Source: an optimization exercise on an open RTL-to-GDS flow (aim: small area and a short achievable clock period). Production flows keep margins and buffers that such runs may drop.
Function was checked by simulation only, so behaviour that the tests miss may differ from the original.
Power figures rest on the tool's default switching activity, not on a simulated workload.

==> flow/design.v <==
module param_register_bank_ctl (
    input  logic valid_i,     
    input  logic en_i,        
    input  logic incdec_i,    
    input  logic dec_i,       
    input  logic shift_i,     
    input  logic r0_i,        
    output logic sel_z_o,     
    output logic sel_s_o,     
    output logic sel_f_o,     
    output logic sel_b_o,     
    output logic wrap0_o      
);
    logic idv;
    assign idv     = en_i & valid_i & incdec_i;
    assign sel_z_o = en_i & (~valid_i | ~(incdec_i | shift_i));
    assign sel_s_o = en_i & valid_i & shift_i;
    assign sel_f_o = idv & (r0_i ^ dec_i);
    assign sel_b_o = idv & ~(r0_i ^ dec_i);
    assign wrap0_o = en_i & ~valid_i & incdec_i & dec_i;
endmodule
module param_register_bank_carry #(
    parameter int W = 32
) (
    input  logic [W-1:0] r_i,
    output logic [W:0]   u_o
);
    always_comb begin
        u_o[0] = 1'b1;
        u_o[1] = 1'b1;
        for (int i = 1; i < W; i++) u_o[i+1] = u_o[i] & ~(r_i[i] ^ r_i[i-1]);
    end
endmodule
module param_register_bank_bits #(
    parameter int W = 32
) (
    input  logic [W-1:0] r_i,
    input  logic [W-1:0] u_i,
    input  logic         sel_z_i,
    input  logic         sel_s_i,
    input  logic         sel_f_i,
    input  logic         sel_b_i,
    input  logic [W-1:0] zval_i,      
    output logic [W-1:0] d_o
);
    always_comb begin
        for (int i = 0; i < W; i++) begin
            if (sel_z_i || (sel_s_i && i < 8))
                d_o[i] = zval_i[i];
            else if (sel_s_i)
                d_o[i] = r_i[(i >= 8) ? i - 8 : 0];
            else if (i == 0)
                d_o[i] = r_i[i] ^ (sel_f_i | sel_b_i);
            else
                d_o[i] = r_i[i] ^ (sel_f_i & u_i[i]);
        end
    end
endmodule
module param_register_bank_hit #(
    parameter int N = 16,
    parameter int S = 5
) (
    input  logic [S-1:0] sel_i,
    output logic [N-1:0] hit_o
);
    always_comb begin
        for (int k = 0; k < N; k++) hit_o[k] = (sel_i == S'(k));
    end
endmodule
module param_register_bank_mux #(
    parameter int W = 32,
    parameter int N = 16
) (
    input  logic [N*W-1:0] d_i,      
    input  logic [N-1:0]   hit_i,
    output logic [W-1:0]   q_o
);
    always_comb begin
        q_o = '0;
        for (int k = 0; k < N; k++) q_o = q_o | ({W{hit_i[k]}} & d_i[k*W+:W]);
    end
endmodule
module param_register_bank_pctl #(
    parameter int N = 16
) (
    input  logic [N-1:0] hit_i,
    input  logic [N-1:0] valid_i,    
    input  logic [N-1:0] en_i,       
    input  logic         incdec_i,
    input  logic         dec_i,
    input  logic         shift_i,
    input  logic         r0_i,       
    output logic         p_z_o,      
    output logic         p_s_o,      
    output logic         p_r_o,      
    output logic         p_f_o,      
    output logic         p_b_o       
);
    logic v, e;
    assign v     = |(hit_i & valid_i);
    assign e     = |(hit_i & en_i);
    assign p_z_o = e & (~v | ~(incdec_i | shift_i));
    assign p_s_o = e & v & shift_i;
    assign p_r_o = v & ~(e & ~incdec_i);
    assign p_f_o = e & incdec_i & (r0_i ^ dec_i);
    assign p_b_o = e & incdec_i;
endmodule
module param_register_bank_out #(
    parameter int W = 32
) (
    input  logic [W-1:0] cur_i,      
    input  logic [W-1:0] u_i,        
    input  logic [W-1:0] zval_i,
    input  logic         p_z_i,
    input  logic         p_s_i,
    input  logic         p_r_i,
    input  logic         p_f_i,
    input  logic         p_b_i,
    output logic [W-1:0] q_o
);
    always_comb begin
        for (int i = 0; i < W; i++) begin
            logic rv;
            rv = (i == 0) ? (cur_i[i] ^ p_b_i) : (cur_i[i] ^ (p_f_i & u_i[i]));
            q_o[i] = ((p_z_i || (p_s_i && i < 8)) & zval_i[i])
                   | ((p_s_i && i >= 8) & cur_i[(i >= 8) ? i - 8 : 0])
                   | (p_r_i & rv);
        end
    end
endmodule
module param_register_bank #(
    parameter int unsigned DATA_WIDTH = 32,
    parameter int unsigned NUM_REGS   = 16,
    parameter int unsigned SEL_WIDTH  = 5,
    parameter int unsigned OUT_REG    = 1,
    parameter int unsigned SATURATE   = 0
) (
    input  logic                  clk_i,
    input  logic                  rst_i,
    input  logic [DATA_WIDTH-1:0] data_i,
    input  logic [NUM_REGS-1:0]   reg_sel_i,
    input  logic [2:0]            fun_sel_i,
    input  logic [SEL_WIDTH-1:0]  out_a_sel_i,
    input  logic [SEL_WIDTH-1:0]  out_b_sel_i,
    output logic [DATA_WIDTH-1:0] out_a_o,
    output logic [DATA_WIDTH-1:0] out_b_o,
    output logic [NUM_REGS-1:0]   valid_mask_o,
    output logic                  wrap_pulse_o
);
    localparam int W = DATA_WIDTH;
    localparam int N = NUM_REGS;
    logic [W-1:0]   regs_q [N];    
    logic [N*W-1:0] regs_flat;     
    logic [N*W-1:0] u_flat;        
    logic [N-1:0]   mask_q;        
    logic [N-1:0]   valid;         
    logic [N-1:0]   en;            
    logic [N-1:0]   wrap_hit;
    logic           wrap_q;
    logic [W-1:0]   rd_a, rd_b, out_a_q, out_b_q;
    logic op_dec, op_incdec, op_shift;
    assign op_incdec = (fun_sel_i[2:1] == 2'b00);
    assign op_dec    = ~fun_sel_i[0];
    assign op_shift  = (fun_sel_i == 3'b110);
    logic [W-1:0] zval;
    always_comb begin
        unique case (fun_sel_i)
            3'b000: zval = '1;
            3'b001: zval = W'(1);
            3'b010: zval = data_i;
            3'b011: zval = '0;
            3'b100: zval = W'(data_i[7:0]);
            3'b101: zval = W'(data_i[15:0]);
            3'b110: zval = W'(data_i[7:0]);
            3'b111: zval = W'($signed(data_i[15:0]));
        endcase
    end
    for (genvar k = 0; k < N; k++) begin : g_reg
        logic         sel_z, sel_s, sel_f, sel_b, wrap0;
        logic [W:0]   u;
        logic [W-1:0] d;
        assign valid[k] = mask_q[N-1-k];
        assign en[k]    = reg_sel_i[N-1-k];
        assign regs_flat[k*W+:W] = regs_q[k];
        assign u_flat[k*W+:W]    = u[W-1:0];
        param_register_bank_ctl u_ctl (
            .valid_i(valid[k]), .en_i(en[k]), .incdec_i(op_incdec), .dec_i(op_dec),
            .shift_i(op_shift), .r0_i(regs_q[k][0]), .sel_z_o(sel_z), .sel_s_o(sel_s),
            .sel_f_o(sel_f), .sel_b_o(sel_b), .wrap0_o(wrap0)
        );
        param_register_bank_carry #(.W(W)) u_carry (.r_i(regs_q[k]), .u_o(u));
        param_register_bank_bits #(.W(W)) u_bits (
            .r_i(regs_q[k]), .u_i(u[W-1:0]), .sel_z_i(sel_z), .sel_s_i(sel_s),
            .sel_f_i(sel_f), .sel_b_i(sel_b), .zval_i(zval), .d_o(d)
        );
        assign wrap_hit[k] = (sel_f & u[W]) | wrap0;
        always_ff @(posedge clk_i) regs_q[k] <= d;
    end
    for (genvar p = 0; p < 2; p++) begin : g_port
        logic [N-1:0] hit;
        logic [W-1:0] cur, cur_u, q;
        logic         p_z, p_s, p_r, p_f, p_b;
        param_register_bank_hit #(.N(N), .S(SEL_WIDTH)) u_hit (
            .sel_i(p == 0 ? out_a_sel_i : out_b_sel_i), .hit_o(hit)
        );
        param_register_bank_mux #(.W(W), .N(N)) u_mux_r (.d_i(regs_flat), .hit_i(hit), .q_o(cur));
        param_register_bank_mux #(.W(W), .N(N)) u_mux_u (.d_i(u_flat), .hit_i(hit), .q_o(cur_u));
        param_register_bank_pctl #(.N(N)) u_pctl (
            .hit_i(hit), .valid_i(valid), .en_i(en), .incdec_i(op_incdec), .dec_i(op_dec),
            .shift_i(op_shift), .r0_i(cur[0]), .p_z_o(p_z), .p_s_o(p_s), .p_r_o(p_r),
            .p_f_o(p_f), .p_b_o(p_b)
        );
        param_register_bank_out #(.W(W)) u_out (
            .cur_i(cur), .u_i(cur_u), .zval_i(zval), .p_z_i(p_z), .p_s_i(p_s), .p_r_i(p_r),
            .p_f_i(p_f), .p_b_i(p_b), .q_o(q)
        );
        if (p == 0) begin : g_a
            assign rd_a = q;
        end else begin : g_b
            assign rd_b = q;
        end
    end
    always_ff @(posedge clk_i or posedge rst_i) begin
        if (rst_i) begin
            mask_q  <= '0;
            wrap_q  <= 1'b0;
            out_a_q <= '0;
            out_b_q <= '0;
        end else begin
            mask_q  <= mask_q | reg_sel_i;
            wrap_q  <= |wrap_hit;
            out_a_q <= rd_a;
            out_b_q <= rd_b;
        end
    end
    assign out_a_o      = out_a_q;
    assign out_b_o      = out_b_q;
    assign valid_mask_o = mask_q;
    assign wrap_pulse_o = wrap_q;
endmodule
==> flow/flow/run.sh <==
#!/bin/bash
# Layout flow: the standard ORFS flow (standard.sh) with extra don't-use cells, so that
# synthesis and repair avoid the slow wide OR/NOR and delay cells. dont_use.txt lists the
# platform's own don't-use cells followed by the added ones. make's full output goes to
# flow_make.log; each ORFS step keeps its own log under orfs/logs/.
set -euo pipefail
here="$(cd "$(dirname "${BASH_SOURCE[0]}")" && pwd)"
dont_use="$(tr '\n' ' ' < "$here/dont_use.txt")"
bash standard.sh "DONT_USE_CELLS=$dont_use" finish > flow_make.log 2>&1
==> flow/flow/dont_use.txt <==
sky130_fd_sc_hd__lpflow_bleeder_1
sky130_fd_sc_hd__lpflow_clkbufkapwr_1
sky130_fd_sc_hd__lpflow_clkbufkapwr_16
sky130_fd_sc_hd__lpflow_clkbufkapwr_2
sky130_fd_sc_hd__lpflow_clkbufkapwr_4
sky130_fd_sc_hd__lpflow_clkbufkapwr_8
sky130_fd_sc_hd__lpflow_clkinvkapwr_1
sky130_fd_sc_hd__lpflow_clkinvkapwr_16
sky130_fd_sc_hd__lpflow_clkinvkapwr_2
sky130_fd_sc_hd__lpflow_clkinvkapwr_4
sky130_fd_sc_hd__lpflow_clkinvkapwr_8
sky130_fd_sc_hd__lpflow_decapkapwr_12
sky130_fd_sc_hd__lpflow_decapkapwr_3
sky130_fd_sc_hd__lpflow_decapkapwr_4
sky130_fd_sc_hd__lpflow_decapkapwr_6
sky130_fd_sc_hd__lpflow_decapkapwr_8
sky130_fd_sc_hd__lpflow_inputiso0n_1
sky130_fd_sc_hd__lpflow_inputiso0p_1
sky130_fd_sc_hd__lpflow_inputiso1n_1
sky130_fd_sc_hd__lpflow_inputiso1p_1
sky130_fd_sc_hd__lpflow_inputisolatch_1
sky130_fd_sc_hd__lpflow_isobufsrc_1
sky130_fd_sc_hd__lpflow_isobufsrc_16
sky130_fd_sc_hd__lpflow_isobufsrc_2
sky130_fd_sc_hd__lpflow_isobufsrc_4
sky130_fd_sc_hd__lpflow_isobufsrc_8
sky130_fd_sc_hd__lpflow_isobufsrckapwr_16
sky130_fd_sc_hd__lpflow_lsbuf_lh_hl_isowell_tap_1
sky130_fd_sc_hd__lpflow_lsbuf_lh_hl_isowell_tap_2
sky130_fd_sc_hd__lpflow_lsbuf_lh_hl_isowell_tap_4
sky130_fd_sc_hd__lpflow_lsbuf_lh_isowell_4
sky130_fd_sc_hd__lpflow_lsbuf_lh_isowell_tap_1
sky130_fd_sc_hd__lpflow_lsbuf_lh_isowell_tap_2
sky130_fd_sc_hd__lpflow_lsbuf_lh_isowell_tap_4
sky130_fd_sc_hd__probe_p_8
sky130_fd_sc_hd__probec_p_8
sky130_fd_sc_hd__a2111o_1
sky130_fd_sc_hd__a2111o_2
sky130_fd_sc_hd__a2111o_4
sky130_fd_sc_hd__a2111oi_0
sky130_fd_sc_hd__a2111oi_1
sky130_fd_sc_hd__a2111oi_2
sky130_fd_sc_hd__a2111oi_4
sky130_fd_sc_hd__clkdlybuf4s15_1
sky130_fd_sc_hd__clkdlybuf4s15_2
sky130_fd_sc_hd__clkdlybuf4s18_1
sky130_fd_sc_hd__clkdlybuf4s18_2
sky130_fd_sc_hd__clkdlybuf4s25_1
sky130_fd_sc_hd__clkdlybuf4s25_2
sky130_fd_sc_hd__clkdlybuf4s50_1
sky130_fd_sc_hd__clkdlybuf4s50_2
sky130_fd_sc_hd__dlygate4sd1_1
sky130_fd_sc_hd__dlygate4sd2_1
sky130_fd_sc_hd__dlygate4sd3_1
sky130_fd_sc_hd__dlymetal6s2s_1
sky130_fd_sc_hd__dlymetal6s4s_1
sky130_fd_sc_hd__dlymetal6s6s_1
sky130_fd_sc_hd__nor4_1
sky130_fd_sc_hd__nor4_2
sky130_fd_sc_hd__nor4_4
sky130_fd_sc_hd__nor4b_1
sky130_fd_sc_hd__nor4b_2
sky130_fd_sc_hd__nor4b_4
sky130_fd_sc_hd__nor4bb_1
sky130_fd_sc_hd__nor4bb_2
sky130_fd_sc_hd__nor4bb_4
sky130_fd_sc_hd__o2111a_1
sky130_fd_sc_hd__o2111a_2
sky130_fd_sc_hd__o2111a_4
sky130_fd_sc_hd__o2111ai_1
sky130_fd_sc_hd__o2111ai_2
sky130_fd_sc_hd__o2111ai_4
sky130_fd_sc_hd__or3_1
sky130_fd_sc_hd__or3_2
sky130_fd_sc_hd__or3_4
sky130_fd_sc_hd__or3b_1
sky130_fd_sc_hd__or3b_2
sky130_fd_sc_hd__or3b_4
sky130_fd_sc_hd__or4_1
sky130_fd_sc_hd__or4_2
sky130_fd_sc_hd__or4_4
sky130_fd_sc_hd__or4b_1
sky130_fd_sc_hd__or4b_2
sky130_fd_sc_hd__or4b_4
sky130_fd_sc_hd__or4bb_1
sky130_fd_sc_hd__or4bb_2
sky130_fd_sc_hd__or4bb_4
==> flow/standard.sh <==
#!/bin/bash
# synth_recipe.tcl (not shown) runs the flow's synth.tcl, then flattens the netlist and writes it again
# the make line also repeats each setting of config.mk as NAME=value (left out here)
make -C /OpenROAD-flow-scripts/flow DESIGN_CONFIG=/design/flow/config.mk WORK_HOME=/design/flow/orfs CLKGATE_MAP_FILE= SYNTH_SCRIPT=/design/flow/synth_recipe.tcl "${@:-finish}"
==> flow/config.mk <==
export PLATFORM = sky130hd
export DESIGN_NAME = param_register_bank
export DESIGN_NICKNAME = param_register_bank
export VERILOG_FILES = /design/flow/design.v
export SDC_FILE = /design/flow/constraint.sdc
export NUM_CORES = 4
export LEC_CHECK = 0
export CAP_MARGIN = 20
export CORE_MARGIN = 2
export CORE_UTILIZATION = 55
export CTS_CLUSTER_DIAMETER = 60
export CTS_CLUSTER_SIZE = 30
export PLACE_DENSITY = 0.7
export SETUP_SLACK_MARGIN = 3.0
export SLEW_MARGIN = 20
export SYNTH_HIERARCHICAL = 1
==> flow/constraint.sdc <==
create_clock -name core_clock -period 6.0 [get_ports {clk_i}]
set_input_delay 1.2000 -clock core_clock [delete_from_list [all_inputs] [get_ports {clk_i}]]
set_output_delay 1.2000 -clock core_clock [all_outputs]
set_load 0.01 [all_outputs]
==> results.txt, run 1 <==
I/O Buffers=143; fin. max-slew vios=0; gr ovfl total=0; Leak Pwr=22.7 nW; worst hold endpoint=regs_q[4][11]; setup TNS=0 ns; crit share post-route=0.532; Psw=7.71 mW; Layout Nets=6,872; clock power share=0.296; DRT iter0 DRCs=9,812; DIE WIDTH=322 um; clk_skew=0.0524 ns; Final HPWL DP=214 mm; data arrival time of the worst path=3.77 ns; Syn Inst Count=6,643; Max-Slew Margin vs Limit=0.125; Final Total Pwr=17.3 mW; Logic pwr share=0.294; Initial Utilization=0.556; DRC=0; most used cell, CP=nand4_1; Netlist Area Pre-Place=0.0557 sq mm; Final Wtd Congestion=1.07; Switching Share=0.445; status=no timing/DRC/antenna violations; first-pass GRT wire length=403 mm; CP Class=reg2reg; r2r endpoint=out_a_q[16]; Post-DRT Antenna Nets=0; H-Tree Depth=3; TritonRoute pass-1 iters=9; Max Cap Viol=0; critical path, cell by cell=nor2_1 -> nand4_1 -> a222oi_1 -> buf_2 -> clkbuf_2 -> buf_1 -> a22o_1 -> a221oi_1 -> nand4_1 -> nand2_1 -> xor2_1 -> o21ai_1; vias in the first global route=56,900; synth warn=14; Reg clk slew, reported paths=0.07 ns; via count=62,600; Slew @ Worst Pin=1.31 ns; Core ar.=0.100 sq mm; critical-path maximum fanout=8; clock latency on the worst-skew pair=0.74 ns; drt via density=7.59; R2R depth=12; slowest CP cell=a221oi_1; DR WL/cell=35.7 um; Tot GR Track Use=0.533; TritonCTS clock tree=built; startpoint types=flop; syn_area_per_cell=8.39 sq um; initial antenna violation count=32; maximum vdd drop=0.000256 V; IO Pins=144; CP bufs+invs=3; crit path capture type=flop; Hold Path Origin=regs_q[4][3]; Die Span Y=322 um; critical path data required time=6.58 ns; Synthesized Nets=6,706; clk sink count=593; FP Rows=116; Int Power=9.61 mW; clk buf depth=3; Fill cells=8,482; Final Hold Violating Endpoints=0; flop2flop setup slack=2.81 ns; TritonCTS buffer count=81; Crit path max-delay family=compound AO/OA/AOI/OAI gates; Multi-input gate area=0.0438 sq mm; FF+latch area=0.0125 sq mm; clk root buf=clkbuf_16; Hold/Removal Path Class=reg2reg; Tmin final=3.19 ns; Crit path largest cell delay=0.75 ns; Area Growth Syn to Fin=16.7%; Seq pwr share=0.410; unrepaired setup endpoints after global routing=true; Die ar.=0.104 sq mm; hold-fix buffers at CTS=0; # setup viols final=0; hold path cells=2; final wirelength=294 mm; share of cells above drive strength 1=0.351; Pwr Density=266 mW/mm^2; Highest Clock Rate=313 MHz; critical register-to-register path startpoint=regs_q[15][4]; largest net degree at the start of global routing=81
## layout make-up
class / count / area share
multi-input combinational: 5473 / 0.673
sequential: 593 / 0.192
timing repair buffer: 539 / 0.0590
clock buffer: 98 / 0.0343
tap: 1357 / 0.0261
clock inverter: 54 / 0.00767
inverter: 119 / 0.00723
antenna: 10 / 0.000385
timing repair inverter: 2 / 0.000231
## power groups by stage
stage	clock network [mW]	registers, mW	logic (mW)
finish	5.13	7.09	5.10
detailed placement	0	6.84	4.46
CTS	5.08	6.85	4.67
global route	5.23	7.06	5.35
floorplan	0	6.00	3.58
global placement	0	6.83	4.36
## through the flow
step / instance area (sq um) / hold WS [ns] / utilization / instances / setup slack [ns]
final: 65100 / 0.586 / 0.649 / 8245 / 2.81
after global routing: 65100 / 0.595 / 0.649 / 8241 / 2.82
after CTS: 62500 / 0.583 / 0.623 / 8103 / 2.87
after detailed placement: 56900 / 0.583 / 0.568 / 7842 / 1.11
after global placement: 56900 / 0.574 / 0.568 / 7842 / 1.16
after floorplan: 57900 / 0.517 / - / 6643 / 2.49
## what timing repair did
| action | 4_1_cts | 5_1_grt |
|---|---|---|
| pin swaps | 56 | 87 |
| cloned | 18 | 11 |
| gates resized for setup | 418 | 410 |
| hold endpoints to repair | 0 | 0 |
| setup buffers | 91 | 120 |
| setup endpoints to repair | 549 | 377 |
## state kept, by name, indices dropped and copies added, names as in the netlist
name and flops:
mask_q 16, out_a_q 32, regs_q 512, wrap_q 1, out_b_q 32
## worst reg2reg max path: stages, from the launching register on
cell and delay, ns:
dfxtp_2 0.50, nor2_1 0.11, nand4_1 0.24, a222oi_1 0.15
buf_2 0.18, clkbuf_2 0.22, buf_1 0.18, a22o_1 0.19
a221oi_1 0.75, nand4_1 0.18, nand2_1 0.13, xor2_1 0.15
o21ai_1 0.08
## cell usage in the layout (no fill, tap or decap), types with 87 or more instances in the layout
cell         n
a221oi_1   236
nand2_1    317
and4_1     116
a21oi_2    320
o22ai_2    318
dfxtp_1    373
xor2_1     578
and2_1      96
clkbuf_16   87
a22o_1     503
inv_1       98
buf_1      257
a221oi_2   237
nand2_2    492
a21oi_1    240
a22oi_1    104
nor2_1     372
nand4_1    247
xnor2_1    162
dfxtp_2    111
and3_1     102
nand3_1    145
## routing by layer
metal	GRT usage	wire length (um)
met2	0.772	119000
met1	0.617	102000
met3	0.269	46900
met4	0.339	25900
met5	0.0231	498
## worst max-delay path by stage
stage	startpoint	end	slack (ns)	cells past startpoint
floorplan	out_a_sel_i[0]	out_a_q[14]	2.49	12
global placement	out_a_sel_i[3]	out_a_q[28]	1.16	12
detailed placement	out_a_sel_i[3]	out_a_q[28]	1.11	12
CTS	out_a_sel_i[3]	out_a_q[12]	2.87	14
global route	out_a_sel_i[3]	out_a_q[12]	2.82	16
finish	regs_q[15][4]	out_a_q[16]	2.81	12
==> run 2: changes to the inputs <==
--- a/flow/config.mk
+++ b/flow/config.mk
@@ -7,10 +7,11 @@
 export LEC_CHECK = 0
 export CAP_MARGIN = 20
 export CORE_MARGIN = 2
-export CORE_UTILIZATION = 55
+export CORE_UTILIZATION = 45
 export CTS_CLUSTER_DIAMETER = 60
 export CTS_CLUSTER_SIZE = 30
-export PLACE_DENSITY = 0.7
-export SETUP_SLACK_MARGIN = 3.0
+export PLACE_DENSITY = 0.6
+export SETUP_SLACK_MARGIN = 3.5
 export SLEW_MARGIN = 20
 export SYNTH_HIERARCHICAL = 1
+export TNS_END_PERCENT = 5
==> run 2 against run 1 <==
Critical path type is now in2reg; sequential power is 2% higher; critical endpoint is now regs_q[6][31]; synthesized cell count unchanged; setup slack gained 0.14 ns; utilization shrank 11 points; final cell count grew 4.9%; die area rose by 22%.
==> results.txt, run 2 <==
status=no timing/DRC/antenna violations; Final Instance Area=0.0666 sq mm; Fill cells=11,500; Hold Path Origin=regs_q[1][9]; FP Rows=129; fin. max-slew vios=0; Initial Utilization=0.452; Final Hold Violating Endpoints=0; TritonCTS clock tree=built; Die ar.=0.127 sq mm; r2r endpoint=out_a_q[28]; DRT iter0 DRCs=10,100; Syn Inst Count=6,643; clk_skew=0.0361 ns; hold_ws=0.564 ns; Largest Register=regs_q; Crit path largest cell delay=0.46 ns; data arrival time of the worst path=3.63 ns; hold-fix buffers at CTS=0; startpoint types=input pin; Post-DRT Antenna Nets=0; Pwr Density=275 mW/mm^2; max reg flops=512; I/O Buffers=143; TritonRoute pass-1 iters=7; Leak Pwr=22.9 nW; flop2flop setup slack=2.96 ns; setup TNS=0 ns; Tmin final=3.05 ns; Netlist Area Pre-Place=0.0557 sq mm; Reg clk slew, reported paths=0.07 ns; CP bufs+invs=3; first-pass GRT wire length=456 mm; critical-path maximum fanout=55; final wirelength=337 mm; Slew @ Worst Pin=1.38 ns; Crit path max-delay family=buffers and inverters; cell count along the critical path=9; DR WL/cell=39.0 um; Max-Slew Margin vs Limit=0.0749; Hold/Removal Path Class=reg2reg; critical register-to-register path startpoint=regs_q[4][7]; end-of-flow core utilization=0.540; biggest regs=regs_q x512, out_a_q x32, out_b_q x32; syn_area_per_cell=8.39 sq um; Tot GR Track Use=0.506; crit path capture type=flop; clk buf depth=3; Synthesized Nets=6,706; most common cell after layout, fill and taps aside=nand2_1; DRC=0; worst hold endpoint=regs_q[1][17]; Final Wtd Congestion=1.06; drt via density=7.32; placed cell area=0.0559 sq mm; share of cells above drive strength 1=0.307; initial antenna violation count=42; Core ar.=0.123 sq mm; # setup viols final=0; gr ovfl total=0; R2R depth=12; TritonCTS buffer count=93; Area Growth Syn to Fin=19.4%; clk sink count=593; hold path cells=2; clock latency on the worst-skew pair=0.74 ns; DIE WIDTH=356 um; largest net degree at the start of global routing=63; Layout Cells excl Fill=8,652; Die Span Y=356 um; synth warn=14; Max Cap Viol=0; Placed Cells=8,126; critical path data required time=6.58 ns; slowest CP cell=nor2_2; critical path, cell by cell=clkbuf_4 -> nor2_4 -> buf_12 -> nand3_1 -> nor2_2 -> buf_4 -> nand2_1 -> xor2_1 -> a221oi_2; unrepaired setup endpoints after global routing=true; Final HPWL DP=242 mm; CP Class=in2reg; vias in the first global route=57,400; Layout Nets=6,982; Highest Clock Rate=328 MHz; most frequent cells in the layout=804 x nand2_1, 588 x xor2_1, 495 x a22o_1; IO Pins=144; crit share post-route=0.508; via count=63,400; maximum vdd drop=0.000268 V; clk root buf=clkbuf_16; H-Tree Depth=3
==> run 2: timing repair <==
action,in CTS,in global routing
setup endpoints to repair,642,627
hold endpoints to repair,0,0
buffers inserted,228,53
pin swaps,108,34
gates resized for setup,946,201
cloned,44,8
==> run 2: worst reg2reg max path, cell delays in order (launching register included) <==
cell and delay [ns]:
dfxtp_2 0.52, nor2_1 0.09, nand4_1 0.21, a222oi_1 0.16, buf_4 0.19, buf_4 0.19
and3_1 0.20, a22o_1 0.24, a221oi_1 0.54, nand4_1 0.25, nand2_4 0.12, xor2_1 0.14
o21ai_1 0.08
==> run 2: area by class of cell <==
| cell class | count | area [sq um] | area share |
|---|---|---|---|
| tap | 1637 | 2050 | 0.0308 |
| timing repair buffer | 630 | 4770 | 0.0716 |
| sequential | 593 | 12700 | 0.191 |
| clock inverter | 65 | 633 | 0.00951 |
| antenna | 16 | 40.0 | 0.000601 |
| multi-input combinational | 5482 | 43300 | 0.650 |
| clock buffer | 110 | 2570 | 0.0386 |
| inverter | 119 | 495 | 0.00744 |
==> run 2: report_power, final <==
part           switching, mW  total (mW)  internal [mW]
Combinational           3.17        5.27           2.09
Sequential              2.44        7.24           4.79
Clock                   2.55        5.83           3.28
Total                   8.17        18.3           10.2
==> run 2: worst max-delay path by stage <==
| stage | from | endpoint |
|---|---|---|
| global route | out_a_sel_i[4] | out_a_q[21] |
| finish | fun_sel_i[2] | regs_q[6][31] |
| CTS | reg_sel_i[3] | regs_q[12][31] |
| global placement | out_a_sel_i[1] | out_a_q[20] |
| detailed placement | out_a_sel_i[1] | out_a_q[17] |
| floorplan | fun_sel_i[0] | regs_q[0][15] |
==> run 2: metal layers <==
layer	wire length [um]	vias to the layer above	global-route usage	share of wire
met5	228	-	0	0.00068
met4	26300	38	0.303	0.078
met3	48900	1311	0.208	0.15
met2	138000	5031	0.739	0.41
met1	124000	31000	0.617	0.37
li1	-	26000	-	-
==> run 2: through the flow <==
step / total power, mW / setup slack (ns)
final: 18.3 / 2.95
after floorplan: 9.40 / 2.49
after detailed placement: 11.5 / 1.25
after global routing: 18.7 / 2.97
after CTS: 17.8 / 3.13
after global placement: 11.4 / 1.30
==> run 3: changes to the inputs <==
==> flow/flow/run.sh (replaced) <==
#!/bin/bash
# Layout flow: the standard ORFS flow (standard.sh) in two calls with extra don't-use cells.
# - Synthesis also avoids the logic cells above drive strength 1 (dont_use_synth.txt), so
#   that the netlist starts small and the repair steps upsize only what timing needs.
# - Every step avoids the slow wide OR/NOR and delay cells; dont_use.txt lists the
#   platform's own don't-use cells followed by the added ones.
# make's full output goes to flow_synth.log and flow_make.log; each ORFS step keeps its own
# log under orfs/logs/.
set -euo pipefail
here="$(cd "$(dirname "${BASH_SOURCE[0]}")" && pwd)"
dont_use="$(tr '\n' ' ' < "$here/dont_use.txt")"
dont_use_synth="$dont_use $(tr '\n' ' ' < "$here/dont_use_synth.txt")"
bash standard.sh "DONT_USE_CELLS=$dont_use_synth" synth > flow_synth.log 2>&1
bash standard.sh "DONT_USE_CELLS=$dont_use" finish > flow_make.log 2>&1
==> flow/flow/dont_use_synth.txt (new file) <==
sky130_fd_sc_hd__a2111o_2
sky130_fd_sc_hd__a2111o_4
sky130_fd_sc_hd__a2111oi_2
sky130_fd_sc_hd__a2111oi_4
sky130_fd_sc_hd__a211o_2
sky130_fd_sc_hd__a211o_4
sky130_fd_sc_hd__a211oi_2
sky130_fd_sc_hd__a211oi_4
sky130_fd_sc_hd__a21bo_2
sky130_fd_sc_hd__a21bo_4
sky130_fd_sc_hd__a21boi_2
sky130_fd_sc_hd__a21boi_4
sky130_fd_sc_hd__a21o_2
sky130_fd_sc_hd__a21o_4
sky130_fd_sc_hd__a21oi_2
sky130_fd_sc_hd__a21oi_4
sky130_fd_sc_hd__a221o_2
sky130_fd_sc_hd__a221o_4
sky130_fd_sc_hd__a221oi_2
sky130_fd_sc_hd__a221oi_4
sky130_fd_sc_hd__a22o_2
sky130_fd_sc_hd__a22o_4
sky130_fd_sc_hd__a22oi_2
sky130_fd_sc_hd__a22oi_4
sky130_fd_sc_hd__a2bb2o_2
sky130_fd_sc_hd__a2bb2o_4
sky130_fd_sc_hd__a2bb2oi_2
sky130_fd_sc_hd__a2bb2oi_4
sky130_fd_sc_hd__a311o_2
sky130_fd_sc_hd__a311o_4
sky130_fd_sc_hd__a311oi_2
sky130_fd_sc_hd__a311oi_4
sky130_fd_sc_hd__a31o_2
sky130_fd_sc_hd__a31o_4
sky130_fd_sc_hd__a31oi_2
sky130_fd_sc_hd__a31oi_4
sky130_fd_sc_hd__a32o_2
sky130_fd_sc_hd__a32o_4
sky130_fd_sc_hd__a32oi_2
sky130_fd_sc_hd__a32oi_4
sky130_fd_sc_hd__a41o_2
sky130_fd_sc_hd__a41o_4
sky130_fd_sc_hd__a41oi_2
sky130_fd_sc_hd__a41oi_4
sky130_fd_sc_hd__and2_2
sky130_fd_sc_hd__and2_4
sky130_fd_sc_hd__and2b_2
sky130_fd_sc_hd__and2b_4
sky130_fd_sc_hd__and3_2
sky130_fd_sc_hd__and3_4
sky130_fd_sc_hd__and3b_2
sky130_fd_sc_hd__and3b_4
sky130_fd_sc_hd__and4_2
sky130_fd_sc_hd__and4_4
sky130_fd_sc_hd__and4b_2
sky130_fd_sc_hd__and4b_4
sky130_fd_sc_hd__and4bb_2
sky130_fd_sc_hd__and4bb_4
sky130_fd_sc_hd__bufbuf_16
sky130_fd_sc_hd__bufbuf_8
sky130_fd_sc_hd__bufinv_16
sky130_fd_sc_hd__bufinv_8
sky130_fd_sc_hd__fa_2
sky130_fd_sc_hd__fa_4
sky130_fd_sc_hd__ha_2
sky130_fd_sc_hd__ha_4
sky130_fd_sc_hd__inv_12
sky130_fd_sc_hd__inv_16
sky130_fd_sc_hd__inv_2
sky130_fd_sc_hd__inv_4
sky130_fd_sc_hd__inv_6
sky130_fd_sc_hd__inv_8
sky130_fd_sc_hd__maj3_2
sky130_fd_sc_hd__maj3_4
sky130_fd_sc_hd__mux2_2
sky130_fd_sc_hd__mux2_4
sky130_fd_sc_hd__mux2_8
sky130_fd_sc_hd__mux2i_2
sky130_fd_sc_hd__mux2i_4
sky130_fd_sc_hd__mux4_2
sky130_fd_sc_hd__mux4_4
sky130_fd_sc_hd__nand2_2
sky130_fd_sc_hd__nand2_4
sky130_fd_sc_hd__nand2_8
sky130_fd_sc_hd__nand2b_2
sky130_fd_sc_hd__nand2b_4
sky130_fd_sc_hd__nand3_2
sky130_fd_sc_hd__nand3_4
sky130_fd_sc_hd__nand3b_2
sky130_fd_sc_hd__nand3b_4
sky130_fd_sc_hd__nand4_2
sky130_fd_sc_hd__nand4_4
sky130_fd_sc_hd__nand4b_2
sky130_fd_sc_hd__nand4b_4
sky130_fd_sc_hd__nand4bb_2
sky130_fd_sc_hd__nand4bb_4
sky130_fd_sc_hd__nor2_2
sky130_fd_sc_hd__nor2_4
sky130_fd_sc_hd__nor2_8
sky130_fd_sc_hd__nor2b_2
sky130_fd_sc_hd__nor2b_4
sky130_fd_sc_hd__nor3_2
sky130_fd_sc_hd__nor3_4
sky130_fd_sc_hd__nor3b_2
sky130_fd_sc_hd__nor3b_4
sky130_fd_sc_hd__nor4_2
sky130_fd_sc_hd__nor4_4
sky130_fd_sc_hd__nor4b_2
sky130_fd_sc_hd__nor4b_4
sky130_fd_sc_hd__nor4bb_2
sky130_fd_sc_hd__nor4bb_4
sky130_fd_sc_hd__o2111a_2
sky130_fd_sc_hd__o2111a_4
sky130_fd_sc_hd__o2111ai_2
sky130_fd_sc_hd__o2111ai_4
sky130_fd_sc_hd__o211a_2
sky130_fd_sc_hd__o211a_4
sky130_fd_sc_hd__o211ai_2
sky130_fd_sc_hd__o211ai_4
sky130_fd_sc_hd__o21a_2
sky130_fd_sc_hd__o21a_4
sky130_fd_sc_hd__o21ai_2
sky130_fd_sc_hd__o21ai_4
sky130_fd_sc_hd__o21ba_2
sky130_fd_sc_hd__o21ba_4
sky130_fd_sc_hd__o21bai_2
sky130_fd_sc_hd__o21bai_4
sky130_fd_sc_hd__o221a_2
sky130_fd_sc_hd__o221a_4
sky130_fd_sc_hd__o221ai_2
sky130_fd_sc_hd__o221ai_4
sky130_fd_sc_hd__o22a_2
sky130_fd_sc_hd__o22a_4
sky130_fd_sc_hd__o22ai_2
sky130_fd_sc_hd__o22ai_4
sky130_fd_sc_hd__o2bb2a_2
sky130_fd_sc_hd__o2bb2a_4
sky130_fd_sc_hd__o2bb2ai_2
sky130_fd_sc_hd__o2bb2ai_4
sky130_fd_sc_hd__o311a_2
sky130_fd_sc_hd__o311a_4
sky130_fd_sc_hd__o311ai_2
sky130_fd_sc_hd__o311ai_4
sky130_fd_sc_hd__o31a_2
sky130_fd_sc_hd__o31a_4
sky130_fd_sc_hd__o31ai_2
sky130_fd_sc_hd__o31ai_4
sky130_fd_sc_hd__o32a_2
sky130_fd_sc_hd__o32a_4
sky130_fd_sc_hd__o32ai_2
sky130_fd_sc_hd__o32ai_4
sky130_fd_sc_hd__o41a_2
sky130_fd_sc_hd__o41a_4
sky130_fd_sc_hd__o41ai_2
sky130_fd_sc_hd__o41ai_4
sky130_fd_sc_hd__or2_2
sky130_fd_sc_hd__or2_4
sky130_fd_sc_hd__or2b_2
sky130_fd_sc_hd__or2b_4
sky130_fd_sc_hd__or3_2
sky130_fd_sc_hd__or3_4
sky130_fd_sc_hd__or3b_2
sky130_fd_sc_hd__or3b_4
sky130_fd_sc_hd__or4_2
sky130_fd_sc_hd__or4_4
sky130_fd_sc_hd__or4b_2
sky130_fd_sc_hd__or4b_4
sky130_fd_sc_hd__or4bb_2
sky130_fd_sc_hd__or4bb_4
sky130_fd_sc_hd__sedfxbp_2
sky130_fd_sc_hd__sedfxtp_2
sky130_fd_sc_hd__sedfxtp_4
sky130_fd_sc_hd__xnor2_2
sky130_fd_sc_hd__xnor2_4
sky130_fd_sc_hd__xnor3_2
sky130_fd_sc_hd__xnor3_4
sky130_fd_sc_hd__xor2_2
sky130_fd_sc_hd__xor2_4
sky130_fd_sc_hd__xor3_2
sky130_fd_sc_hd__xor3_4
==> run 3 against run 2 <==
Largest power group unchanged; utilization up 1.1 points; critical path depth shrank 4; synthesized cell count up 0.24%; die area shrank 7.5%; clock-buffer cell count shrank 10.
==> results.txt, run 3 <==
Syn Inst Count=6,659; H-Tree Depth=3; met3 usage in global routing=0.139; max reg flops=512; TritonRoute pass-1 iters=8; crit share post-route=0.524; FP Rows=124; Highest Clock Rate=318 MHz; TritonCTS clock tree=built; FF+latch area=0.0127 sq mm; clk_skew=0.0240 ns; hold_ws=0.577 ns; Fill cells=10,900; Die Span Y=342 um; startpoint types=input pin; DR WL/cell=35.6 um; Tot GR Track Use=0.488; Leak Pwr=22.3 nW; Netlist Area Pre-Place=0.0515 sq mm; DRC=0; slack of the critical path=2.86 ns; syn_area_per_cell=7.74 sq um; Final HPWL DP=219 mm; gr ovfl total=0; Max Cap Viol=0; crit path capture type=flop; placed cell area=0.0519 sq mm; most common cell after layout, fill and taps aside=nand2_1; Multi-input gate area=0.0398 sq mm; Final Instance Area=0.0627 sq mm; I/O Buffers=143; data arrival time of the worst path=3.73 ns; Hold/Removal Path Class=in2async; vias in the first global route=53,900; Layout Nets=7,053; fin. max-slew vios=0; largest net degree at the start of global routing=63; Slew @ Worst Pin=1.26 ns; share of cells above drive strength 1=0.196; GRT Max-Usage Layer=met1; Initial Utilization=0.452; clock latency on the worst-skew pair=0.73 ns; maximum vdd drop=0.000284 V; clk sink count=593; Pwr Density=275 mW/mm^2; Max-Slew Margin vs Limit=0.158; Largest Register=regs_q; Synthesized Nets=6,722; setup TNS=0 ns; biggest regs=regs_q x512, out_a_q x32, out_b_q x32; critical-path maximum fanout=12; M2 GR Usage=0.633; drt via density=7.24; critical path data required time=6.59 ns; Reg clk slew, reported paths=0.08 ns; Die ar.=0.117 sq mm; DRT iter0 DRCs=11,200; hold-fix buffers at CTS=0; CP Class=in2reg; TritonCTS buffer count=84; Placement Setup Slack=1.12 ns; synth warn=14; initial antenna violation count=8; via count=62,100; unrepaired setup endpoints after global routing=true; clk buf depth=3; final wirelength=306 mm; Area Growth Syn to Fin=21.8%; Final Total Pwr=17.3 mW; first-pass GRT wire length=413 mm; status=no timing/DRC/antenna violations; Tmin final=3.14 ns; IO Pins=144; Core ar.=0.114 sq mm; most frequent cells in the layout=804 x nand2_1, 581 x xor2_1, 560 x a21oi_1; Post-DRT Antenna Nets=0; R2R depth=11; GRT met1 Usage=0.660; Final Wtd Congestion=1.07; # setup viols final=0; clk root buf=clkbuf_16; Final Hold Violating Endpoints=0; DIE WIDTH=342 um
run 3: worst max-delay path, cell delays in order:
cell and delay (ns):
buf_1 0.78, and2_1 0.65, clkinvlp_4 0.51, o22ai_1 0.51, a21oi_1 0.08
run 3: repair_timing:
item                                    in CTS  in global routing
setup buffers                              166                173
cloned                                      27                 24
endpoints found under the setup margin     622                625
pin swaps                                   79                 69
resized for setup                          907                417
run 3: power breakdown:
| group | internal, mW | leakage [nW] | switching, mW |
|---|---|---|---|
| sequential | 4.79 | 5.34 | 2.23 |
| clock | 2.99 | 1.41 | 2.39 |
| combinational | 1.89 | 15.5 | 2.97 |
run 3: cell type report:
cell class | instances | area share
diodes | 13 | 0.000519
clock buffers | 100 | 0.0361
clock inverters | 57 | 0.00975
inverters | 119 | 0.00812
multi-input cells | 5469 | 0.634
flip-flops and latches | 593 | 0.203
well taps | 1512 | 0.0302
repair buffers | 714 | 0.0774
repair inverters | 9 | 0.00104
run 3: per-layer routing:
layer	part of all wire	routed length [um]
met4	0.099	30200
met3	0.14	42800
met5	0.00021	63
met2	0.37	114000
met1	0.39	119000
run 3: stage by stage:
stage | cells | utilization
2_1_floorplan | 6659 | -
3_3_place_gp | 8024 | 0.455
3_5_place_dp | 8024 | 0.456
4_1_cts | 8374 | 0.529
5_1_grt | 8573 | 0.551
6_report | 8586 | 0.551
run 3: final timing paths:
path                               start             end  slack, ns
max                         reg_sel_i[4]  regs_q[11][28]       2.86
min                                rst_i      mask_q[12]       0.58
max reg2reg                 regs_q[3][0]     out_a_q[28]       2.93
min reg2reg                regs_q[15][1]   regs_q[15][9]       0.60
max in group asynchronous          rst_i     out_a_q[28]       4.38
min in group core_clock    regs_q[15][1]   regs_q[15][9]       0.60
==> run 4: changes to the inputs <==
==> flow/flow/run.sh (replaced) <==
#!/bin/bash
# Layout flow: the standard ORFS flow (standard.sh) in two calls with extra don't-use cells.
# - Synthesis also avoids the logic cells above drive strength 1 (dont_use_synth.txt), so
#   that the netlist starts small and the repair steps upsize only what timing needs.
# - Port buffers are buf_4 rather than the smallest buffer.
# - Every step avoids the slow wide OR/NOR and delay cells; dont_use.txt lists the
#   platform's own don't-use cells followed by the added ones.
# make's full output goes to flow_synth.log and flow_make.log; each ORFS step keeps its own
# log under orfs/logs/.
set -euo pipefail
here="$(cd "$(dirname "${BASH_SOURCE[0]}")" && pwd)"
dont_use="$(tr '\n' ' ' < "$here/dont_use.txt")"
dont_use_synth="$dont_use $(tr '\n' ' ' < "$here/dont_use_synth.txt")"
bash standard.sh "DONT_USE_CELLS=$dont_use_synth" synth > flow_synth.log 2>&1
bash standard.sh "DONT_USE_CELLS=$dont_use" "BUFFER_PORTS_ARGS=-buffer_cell sky130_fd_sc_hd__buf_4" finish > flow_make.log 2>&1
==> run 4 against run 3 <==
Sequential cell count is the same; synthesized area is the same; maximum frequency grew 1.4%; final cell count shrank 0.91%; largest power group unchanged.
==> results.txt, run 4 <==
max reg flops=512; Leak Pwr=22.5 nW; TritonCTS clock tree=built; Final HPWL DP=220 mm; H-Tree Depth=3; Max Cap Viol=0; unrepaired setup endpoints after global routing=true; first-pass GRT wire length=412 mm; Placement Setup Slack=1.29 ns; most frequent cells in the layout=813 x nand2_1, 584 x xor2_1, 560 x a21oi_1; crit share post-route=0.517; DR WL/cell=35.5 um; vias in the first global route=53,400; DRT iter0 DRCs=11,500; most common cell after layout, fill and taps aside=nand2_1; clk root buf=clkbuf_16; M2 GR Usage=0.632; gr ovfl total=0; syn_area_per_cell=7.74 sq um; clk buf depth=3; hold_ws=0.577 ns; slowest CP cell=a221oi_2; startpoint types=input pin; TritonRoute pass-1 iters=8; largest net degree at the start of global routing=65; CP Class=in2reg; drt via density=7.23; FP Rows=124; Area Growth Syn to Fin=21.0%; Layout Nets=6,982; Tot GR Track Use=0.487; Max-Slew Margin vs Limit=0.205; final wirelength=302 mm; slack of the critical path=2.90 ns; Die Span Y=342 um; TritonCTS buffer count=90; Final Instance Area=0.0623 sq mm; critical path data required time=6.59 ns; Die ar.=0.117 sq mm; Netlist Area Pre-Place=0.0515 sq mm; DRC=0; status=no timing/DRC/antenna violations; fin. max-slew vios=0; Pwr Density=282 mW/mm^2; end-of-flow core utilization=0.547; Hold/Removal Path Class=reg2reg; hold-fix buffers at CTS=0; Syn Inst Count=6,659; DIE WIDTH=342 um; synth warn=14; Final Wtd Congestion=1.04; GRT Max-Usage Layer=met1; Post-DRT Antenna Nets=0; data arrival time of the worst path=3.68 ns; Largest Register=regs_q; met3 usage in global routing=0.131; setup TNS=0 ns; Highest Clock Rate=323 MHz; Initial Utilization=0.452; Final Hold Violating Endpoints=0; # setup viols final=0; I/O Buffers=143; maximum vdd drop=0.000301 V; Reg clk slew, reported paths=0.07 ns; Synthesized Nets=6,722; clk_skew=0.0290 ns; critical-path maximum fanout=15; via count=61,600; share of cells above drive strength 1=0.198; initial antenna violation count=10; FF+latch area=0.0126 sq mm; Crit path largest cell delay=0.45 ns; biggest regs=regs_q x512, out_a_q x32, out_b_q x32; GRT met1 Usage=0.666; Tmin final=3.10 ns; clk sink count=593; clock latency on the worst-skew pair=0.72 ns; Core ar.=0.114 sq mm; placed cell area=0.0524 sq mm; IO Pins=144; Fill cells=10,800; crit path capture type=flop; Slew @ Worst Pin=1.19 ns; Multi-input gate area=0.0391 sq mm; critical path, cell by cell=buf_16 -> nand3b_1 -> buf_6 -> nor2_4 -> buf_12 -> buf_2 -> a22o_1 -> a221oi_2 -> nand4_1 -> a22oi_1 -> o21ai_1
## run 4: metal layers
| layer | share of wire | wire (um) |
|---|---|---|
| met5 | 0.00068 | 205 |
| met4 | 0.10 | 30800 |
| met3 | 0.14 | 42500 |
| met2 | 0.37 | 111000 |
| met1 | 0.39 | 117000 |
## run 4: what timing repair did
item                       CTS  global route
cloned                      27            14
setup endpoints to repair  619           613
gates resized for setup    840           222
pin swaps                   71            45
setup buffers              150           127
## run 4: cell type report
type,count,share of cell area
Multi-Input combinational cell,5469,0.627
Sequential cell,593,0.203
Timing Repair Buffer,638,0.0798
Clock buffer,103,0.0387
Tap cell,1512,0.0303
Clock inverter,62,0.0123
Inverter,119,0.00787
Timing Repair inverter,8,0.000963
Antenna cell,4,0.000161
## run 4: worst max-delay path: cells and delay by family
family,cells,cell delay (ns)
buf+inv,4,0.69
simple gates,3,0.59
compound gates,4,1.17
## run 4: final timing paths
| kind | startpoint | end | slack, ns | cells past startpoint |
|---|---|---|---|---|
| min in group asynchronous | rst_i | mask_q[2] | 0.61 | 2 |
| max | out_b_sel_i[0] | out_b_q[23] | 2.90 | 11 |
| max in group asynchronous | rst_i | mask_q[3] | 4.05 | 3 |
| min | regs_q[13][0] | regs_q[13][8] | 0.58 | 2 |
| min reg2reg | regs_q[13][0] | regs_q[13][8] | 0.58 | 2 |
| max reg2reg | regs_q[9][0] | out_b_q[20] | 2.96 | 11 |
## run 4: metrics by stage
step           total power [mW]  instances
3_3_place_gp               10.7       8021
6_report                   17.6       8508
5_1_grt                    18.0       8504
2_1_floorplan              8.81       6659
4_1_cts                    17.0       8363
3_5_place_dp               10.7       8021
## run 4: power breakdown
| part | internal (mW) | switching (mW) |
|---|---|---|
| Combinational | 1.87 | 2.78 |
| Clock | 3.36 | 2.46 |
| Sequential | 4.78 | 2.30 |
==> run 5: changes to the inputs <==
--- a/flow/config.mk
+++ b/flow/config.mk
@@ -14,4 +14,4 @@
 export SETUP_SLACK_MARGIN = 3.5
 export SLEW_MARGIN = 20
 export SYNTH_HIERARCHICAL = 1
-export TNS_END_PERCENT = 5
+export TNS_END_PERCENT = 25
==> run 5 against run 4 <==
Still clean; critical path depth shrank 1; global-route usage up 2.2 points; final cell count rose by 4.7%; highest routed layer unchanged.
==> results.txt, run 5 <==
status=no timing/DRC/antenna violations; IO Pins=144; crit path capture type=flop; Initial Utilization=0.452; Leak Pwr=24.4 nW; R2R depth=11; synth warn=14; Synthesized Nets=6,722; critical-path maximum fanout=8; fin. max-slew vios=0; first-pass GRT wire length=429 mm; setup TNS=0 ns; Final Wtd Congestion=1.04; Netlist Area Pre-Place=0.0515 sq mm; Die Span Y=342 um; drt via density=7.24; DIE WIDTH=342 um; initial antenna violation count=10; flop2flop setup slack=3.04 ns; gr ovfl total=0; Pwr Density=270 mW/mm^2; Crit path max-delay family=compound AO/OA/AOI/OAI gates; TritonCTS clock tree=built; largest net degree at the start of global routing=63; CP Class=in2reg; Max Cap Viol=0; biggest regs=regs_q x512, out_a_q x32, out_b_q x32; Highest Clock Rate=331 MHz; final wirelength=317 mm; Die ar.=0.117 sq mm; TritonRoute pass-1 iters=10; Tot GR Track Use=0.510; TritonCTS buffer count=88; Post-DRT Antenna Nets=0; hold-fix buffers at CTS=0; Largest Register=regs_q; critical path, cell by cell=buf_8 -> nand2b_4 -> buf_2 -> nor3_4 -> clkbuf_4 -> clkbuf_2 -> a221oi_4 -> nand4_1 -> a22oi_1 -> o21ai_1; DRC=0; slowest CP cell=a221oi_4; Final HPWL DP=222 mm; Slew @ Worst Pin=1.36 ns; clk sink count=593; Syn Inst Count=6,659; critical path data required time=6.58 ns; FP Rows=124; max reg flops=512; Area Growth Syn to Fin=29.8%; CP bufs+invs=4; clk_skew=0.0344 ns; clock latency on the worst-skew pair=0.73 ns; clk buf depth=3; Final Hold Violating Endpoints=0; critical register-to-register path startpoint=regs_q[5][7]; DR WL/cell=35.6 um; Tmin final=3.03 ns; I/O Buffers=143; syn_area_per_cell=7.74 sq um; maximum vdd drop=0.000312 V; clk root buf=clkbuf_16; crit share post-route=0.504; Hold/Removal Path Class=in2async; data arrival time of the worst path=3.60 ns; Layout Nets=7,380; Core ar.=0.114 sq mm; most common cell after layout, fill and taps aside=nand2_1; Fill cells=10,500; H-Tree Depth=3; Crit path largest cell delay=0.54 ns; DRT iter0 DRCs=11,700; share of cells above drive strength 1=0.267; startpoint types=input pin; r2r endpoint=out_b_q[14]; unrepaired setup endpoints after global routing=true; Reg clk slew, reported paths=0.06 ns; # setup viols final=0; Final Instance Area=0.0669 sq mm; placed cell area=0.0525 sq mm; vias in the first global route=56,400; via count=64,500; Max-Slew Margin vs Limit=0.0942; most frequent cells in the layout=783 x nand2_1, 565 x xor2_1, 559 x a21oi_1
==> run 5: through the flow <==
step	instances	power [mW]	util	worst slack, ns	hold slack (ns)
finish	8911	18.1	0.587	2.97	0.563
CTS	8621	17.1	0.559	3.15	0.565
global placement	8030	10.7	0.461	1.12	0.620
detailed placement	8032	10.7	0.461	1.06	0.624
global route	8904	18.5	0.587	2.99	0.596
floorplan	6659	8.83	-	2.49	0.525
==> run 5: power breakdown <==
part / total, mW / switching, mW / internal (mW)
clock: 5.68 / 2.49 / 3.18
sequential: 6.96 / 2.14 / 4.82
combinational: 5.44 / 3.29 / 2.15
==> run 5: routing by layer <==
layer | part of all wire | GRT usage
met1 | 0.37 | 0.674
met5 | 0.00058 | 0
met3 | 0.15 | 0.172
met4 | 0.10 | 0.414
met2 | 0.37 | 0.661
==> run 5: how the worst max path moves through the flow <==
stage	slack, ns	endpoint	cells after the start	start
2_1_floorplan	2.49	out_a_q[10]	13	out_a_sel_i[4]
3_3_place_gp	1.12	out_b_q[5]	11	out_b_sel_i[4]
5_1_grt	2.99	out_a_q[25]	14	out_a_sel_i[0]
3_5_place_dp	1.06	out_b_q[7]	11	out_b_sel_i[4]
4_1_cts	3.15	valid_mask_o[12]	2	mask_q[12]
6_report	2.97	out_a_q[13]	10	out_a_sel_i[0]
==> run 5: area by class of cell <==
class | count | area, sq um | share of cell area
inverters | 119 | 513 | 0.00767
clock buffers | 103 | 2460 | 0.0368
flip-flops and latches | 593 | 12900 | 0.193
diodes | 7 | 17.5 | 0.000262
multi-input cells | 5480 | 41100 | 0.615
repair inverters | 16 | 115 | 0.00172
repair buffers | 1019 | 7170 | 0.107
clock inverters | 62 | 669 | 0.0100
well taps | 1512 | 1890 | 0.0283
==> run 5: repair_timing <==
action	in CTS	in global routing
endpoints found under the setup margin	629	626
gates resized for setup	1269	454
pin swaps	137	116
gates cloned	49	14
buffers inserted	375	268
==> run 6: changes to the inputs <==
--- a/flow/config.mk
+++ b/flow/config.mk
@@ -11,7 +11,7 @@
 export CTS_CLUSTER_DIAMETER = 60
 export CTS_CLUSTER_SIZE = 30
 export PLACE_DENSITY = 0.6
-export SETUP_SLACK_MARGIN = 3.5
+export SETUP_SLACK_MARGIN = 3.0
 export SLEW_MARGIN = 20
 export SYNTH_HIERARCHICAL = 1
-export TNS_END_PERCENT = 25
+export TNS_END_PERCENT = 5
==> run 6 against run 5 <==
Still clean; register-to-register slack worse by 0.24 ns; maximum frequency is 7.8% lower; synthesized cell count stayed put; clock-buffer cell count stayed put; critical path type unchanged.
==> results.txt, run 6 <==
Syn Inst Count=6,659; Logic pwr share=0.253; startpoint types=input pin; largest net degree at the start of global routing=65; DR WL/cell=34.8 um; Netlist Area Pre-Place=0.0515 sq mm; most common cell after layout, fill and taps aside=nand2_1; clk buf depth=3; Area Growth Syn to Fin=14.1%; Multi-input gate area=0.0374 sq mm; critical-path maximum fanout=26; biggest regs=regs_q x512, out_a_q x32, out_b_q x32; CP bufs+invs=3; critical path, cell by cell=buf_4 -> or2_4 -> nor3_4 -> buf_12 -> buf_1 -> a22o_1 -> a221oi_1 -> nand4_1 -> xor2_1 -> o21ai_1; Largest Register=regs_q; setup TNS=0 ns; gr ovfl total=0; Int Power=9.84 mW; TritonCTS buffer count=90; Die ar.=0.117 sq mm; Hold/Removal Path Class=reg2reg; clock latency on the worst-skew pair=0.72 ns; max reg flops=512; CP Class=in2reg; Post-DRT Antenna Nets=0; TritonCTS clock tree=built; drt via density=7.15; TritonRoute pass-1 iters=7; FF+latch area=0.0124 sq mm; data arrival time of the worst path=3.87 ns; DRC=0; Max-Slew Margin vs Limit=0.219; Final HPWL DP=220 mm; Die Span Y=342 um; Crit path max-delay family=compound AO/OA/AOI/OAI gates; Seq pwr share=0.408; vias in the first global route=52,100; fin. max-slew vios=0; Reg clk slew, reported paths=0.06 ns; unrepaired setup endpoints after global routing=true; Core ar.=0.114 sq mm; Final Wtd Congestion=1.04; crit path capture type=flop; Slew @ Worst Pin=1.17 ns; maximum vdd drop=0.000295 V; Placed Cells=8,021; status=no timing/DRC/antenna violations; most frequent cells in the layout=829 x nand2_1, 588 x xor2_1, 560 x a21oi_1; Tot GR Track Use=0.474; Synthesized Nets=6,722; hold_ws=0.597 ns; clock power share=0.339; DRT iter0 DRCs=10,700; H-Tree Depth=3; share of cells above drive strength 1=0.140; critical path data required time=6.59 ns; Initial Utilization=0.452; # setup viols final=0; I/O Buffers=143; Leak Pwr=21.2 nW; slowest CP cell=a221oi_1; first-pass GRT wire length=402 mm; syn_area_per_cell=7.74 sq um; hold-fix buffers at CTS=0; Psw=7.33 mW; clk root buf=clkbuf_16; via count=59,500; Fill cells=11,100; clk_skew=0.0284 ns; Max Cap Viol=0; Switching Share=0.427; Pwr Density=292 mW/mm^2; Layout Nets=6,791; Layout Cells excl Fill=8,322; initial antenna violation count=9; DIE WIDTH=342 um; FP Rows=124; clk sink count=593; IO Pins=144; Crit path largest cell delay=0.74 ns; Tmin final=3.28 ns; Final Hold Violating Endpoints=0; final wirelength=290 mm; synth warn=14; crit share post-route=0.547; Highest Clock Rate=305 MHz
==> run 6: what timing repair did <==
item	in CTS	in global routing
endpoints found under the setup margin	554	545
gates resized for setup	352	203
pin swaps	27	37
cloned	11	2
buffers inserted	46	67
==> run 6: area by class of cell <==
class,count,area share
Timing Repair Buffer,456,0.0578
Inverter,119,0.00834
Clock buffer,103,0.0411
Clock inverter,62,0.0130
Multi-Input combinational cell,5468,0.636
Antenna cell,9,0.000383
Tap cell,1512,0.0322
Sequential cell,593,0.212
==> run 6: layer usage <==
metal  routed length [um]  global-route usage  vias up
li1                     -                   -    25600
met1               115000               0.653    28300
met2               110000               0.622     4657
met3                35900               0.111      857
met4                28400               0.376        4
met5                   27                   0        -
==> run 6: through the flow <==
step	total power, mW	area, sq um	worst slack [ns]	utilization
finish	17.2	58800	2.72	0.516
detailed placement	10.7	52400	1.29	0.460
global route	17.6	58800	2.79	0.516
CTS	16.7	57600	2.80	0.505
floorplan	8.81	51800	2.47	-
global placement	10.7	52400	1.34	0.460
==> run 6: path summary, 6_finish.rpt <==
path / from / to / slack [ns] / cells after the start
worst max-delay path: out_a_sel_i[1] / out_a_q[28] / 2.72 / 10
worst min-delay path: regs_q[1][2] / regs_q[1][10] / 0.60 / 2
worst max register to register: regs_q[9][1] / out_a_q[18] / 2.80 / 10
worst min register to register: regs_q[1][2] / regs_q[1][10] / 0.60 / 2
max in group asynchronous: rst_i / out_b_q[30] / 4.11 / 3
min in group asynchronous: rst_i / mask_q[2] / 0.61 / 2
==> run 6: power groups by stage <==
stage                     clock network, mW  logic (mW)  registers [mW]
final                                  5.81        4.35            7.01
after global routing                   5.97        4.65            7.03
after CTS                              5.83        4.07            6.79
after detailed placement                  0        3.94            6.80
after global placement                    0        3.92            6.79
after floorplan                           0        2.92            5.89
==> run 6: tightest hold or removal path: cells and delay by family (launching register included) <==
kind           cells  cell delay [ns]
flip-flops         1             0.39
AO/OA/AOI/OAI      2             0.17
==> run 7: changes to the inputs <==
--- a/flow/config.mk
+++ b/flow/config.mk
@@ -11,7 +11,7 @@
 export CTS_CLUSTER_DIAMETER = 60
 export CTS_CLUSTER_SIZE = 30
 export PLACE_DENSITY = 0.6
-export SETUP_SLACK_MARGIN = 3.0
+export SETUP_SLACK_MARGIN = 4.0
 export SLEW_MARGIN = 20
 export SYNTH_HIERARCHICAL = 1
 export TNS_END_PERCENT = 5
==> run 7 against run 6 <==
Critical endpoint is now out_b_q[23]; still clean; maximum frequency up 5.0%; routed wire length up 6.0%; register-to-register slack better by 0.13 ns; via count up 4.8%; global-route usage up 1.4 points; clock-buffer cell count unchanged; clock skew up 0.0012 ns; critical path type unchanged; sequential power up 0.9%.
==> results.txt, run 7 <==
IO Pins=144; worst hold endpoint=regs_q[13][8]; Synthesized Nets=6,722; Tot GR Track Use=0.488; synth warn=14; clk root buf=clkbuf_16; setup TNS=0 ns; TritonRoute pass-1 iters=9; Layout Nets=7,061; Logic pwr share=0.273; fin. max-slew vios=0; Final Hold Violating Endpoints=0; vias in the first global route=53,500; TritonCTS clock tree=built; Post-DRT Antenna Nets=0; DRC=0; largest net degree at the start of global routing=65; Die ar.=0.117 sq mm; Hold Path Origin=regs_q[13][0]; clock power share=0.329; R2R depth=12; Initial Utilization=0.452; critical path data required time=6.59 ns; initial antenna violation count=7; flop2flop setup slack=2.93 ns; CP Class=in2reg; hold path cells=2; most frequent cells in the layout=806 x nand2_1, 581 x xor2_1, 559 x a21oi_1; TritonCTS buffer count=90; startpoint types=input pin; Die Span Y=342 um; Psw=7.64 mW; via count=62,300; crit share post-route=0.521; data arrival time of the worst path=3.71 ns; final wirelength=307 mm; crit path capture type=flop; Max Cap Viol=0; maximum vdd drop=0.000301 V; drt via density=7.25; status=no timing/DRC/antenna violations; clk_skew=0.0296 ns; H-Tree Depth=3; Syn Inst Count=6,659; clk buf depth=3; gr ovfl total=0; critical register-to-register path startpoint=regs_q[5][5]; Largest Register=regs_q; hold_ws=0.587 ns; Int Power=10.1 mW; I/O Buffers=143; share of cells above drive strength 1=0.209; Final Wtd Congestion=1.04; Final HPWL DP=220 mm; r2r endpoint=out_b_q[20]; Switching Share=0.431; Netlist Area Pre-Place=0.0515 sq mm; Hold/Removal Path Class=reg2reg; syn_area_per_cell=7.74 sq um; Max-Slew Margin vs Limit=0.196; unrepaired setup endpoints after global routing=true; Core ar.=0.114 sq mm; max reg flops=512; most common cell after layout, fill and taps aside=nand2_1; clk sink count=593; Tmin final=3.13 ns; clock latency on the worst-skew pair=0.72 ns; Leak Pwr=22.9 nW; # setup viols final=0; Slew @ Worst Pin=1.20 ns; Reg clk slew, reported paths=0.07 ns; Seq pwr share=0.399; DR WL/cell=35.7 um; Area Growth Syn to Fin=23.1%; first-pass GRT wire length=412 mm; critical-path maximum fanout=15; hold-fix buffers at CTS=0; DRT iter0 DRCs=11,400; biggest regs=regs_q x512, out_a_q x32, out_b_q x32; FP Rows=124; DIE WIDTH=342 um; Pwr Density=280 mW/mm^2; Highest Clock Rate=320 MHz
## run 7: per-layer routing
metal / routed length (um) / vias up / part of all wire / global-route usage
met5: 13 / - / 0.000042 / 0.00694
met4: 31600 / 2 / 0.10 / 0.394
met3: 44300 / 1051 / 0.14 / 0.134
met2: 113000 / 5387 / 0.37 / 0.632
met1: 118000 / 29600 / 0.38 / 0.664
li1: - / 26200 / - / -
## run 7: area by class of cell
class | instances | area [sq um]
antenna | 12 | 30.0
clock inverter | 62 | 766
fill | 10700 | 50500
clock buffer | 103 | 2410
sequential | 593 | 12700
multi-input combinational | 5471 | 39500
tap | 1512 | 1890
timing repair buffer | 715 | 5610
timing repair inverter | 8 | 57.6
inverter | 119 | 487
## run 7: power groups by stage
| stage | logic, mW | registers, mW | clock network (mW) |
|---|---|---|---|
| final | 4.84 | 7.07 | 5.83 |
| after global placement | 3.92 | 6.79 | 0 |
| after global routing | 5.10 | 7.07 | 5.96 |
| after CTS | 4.27 | 6.87 | 5.83 |
| after detailed placement | 3.94 | 6.80 | 0 |
| after floorplan | 2.92 | 5.89 | 0 |
## run 7: critical path, stage by stage
cell and delay, ns:
buf_16 0.13, nand3b_1 0.09, buf_6 0.13, nor2_4 0.06, buf_12 0.12, buf_2 0.32, a22o_1 0.31, a221oi_2 0.48
nand4_1 0.43, a22oi_1 0.31, o21ai_1 0.11
## run 7: worst max path at each step
stage | cells past startpoint | slack, ns | endpoint | startpoint
after floorplan | 13 | 2.47 | out_a_q[10] | out_a_sel_i[4]
after global placement | 12 | 1.34 | out_a_q[23] | out_a_sel_i[4]
after detailed placement | 12 | 1.29 | out_a_q[16] | out_a_sel_i[4]
after CTS | 16 | 3.15 | out_b_q[21] | out_b_sel_i[3]
after global routing | 15 | 2.94 | out_b_q[20] | out_b_sel_i[4]
final | 11 | 2.87 | out_b_q[23] | out_b_sel_i[0]
## run 7: timing repair
item / in CTS / in global routing
setup buffers: 151 / 196
gates cloned: 27 / 23
gates resized for setup: 844 / 403
pin swaps: 72 / 65
setup endpoints to repair: 658 / 687
## run 7: per-stage QoR
step / utilization / setup WS, ns / power (mW) / cell area (sq um) / std cells
after floorplan: - / 2.47 / 8.81 / 51800 / 6659
after global placement: 0.460 / 1.34 / 10.7 / 52400 / 8021
after detailed placement: 0.460 / 1.29 / 10.7 / 52400 / 8021
after CTS: 0.534 / 3.15 / 17.0 / 60800 / 8364
after global routing: 0.557 / 2.94 / 18.1 / 63400 / 8584
final: 0.557 / 2.87 / 17.7 / 63400 / 8595

==> static timing again, ports no longer ideal <==
Ports are ideal in the flow. The routed layouts listed here were re-timed in OpenROAD.
Step 1 sets driving cells, clkbuf_16 on the clock port and buf_2 on the other inputs (assumed; they add their load-dependent delay and slew).
Step 2 adds t to the input delays and takes it off the output delays; t is the mean of the earliest and latest rising clock arrival at the registers after step 1. Input paths then give back, and output paths get back, about the clock's delay inside the block.
Slacks: no drivers / after step 1 / after step 2; pairs: no drivers / after step 1.
run	t (ns)	setup slack, ns	hold WS [ns]	clock arrival spread, ns	pins driven straight from the clock port
run 1	0.793	2.807 / 2.625 / 1.832	0.586 / 0.584 / 0.586	0.055 / 0.055	1
run 2	0.805	2.950 / 2.809 / 2.004	0.564 / 0.564 / 0.564	0.040 / 0.040	1
run 3	0.794	2.858 / 2.795 / 2.001	0.577 / 0.517 / 0.597	0.025 / 0.024	1
run 4	0.777	2.901 / 2.809 / 2.032	0.577 / 0.557 / 0.577	0.030 / 0.030	1
run 5	0.796	2.975 / 2.792 / 1.996	0.563 / 0.502 / 0.568	0.035 / 0.034	1
run 6	0.778	2.718 / 2.562 / 1.784	0.597 / 0.557 / 0.597	0.028 / 0.028	1
run 7	0.778	2.874 / 2.792 / 2.013	0.587 / 0.554 / 0.587	0.031 / 0.031	1
After both steps every run listed still meets setup and hold. For run 5, which loses most, drivers alone change the setup slack by -0.183 ns; drivers and shift together by -0.979 ns.
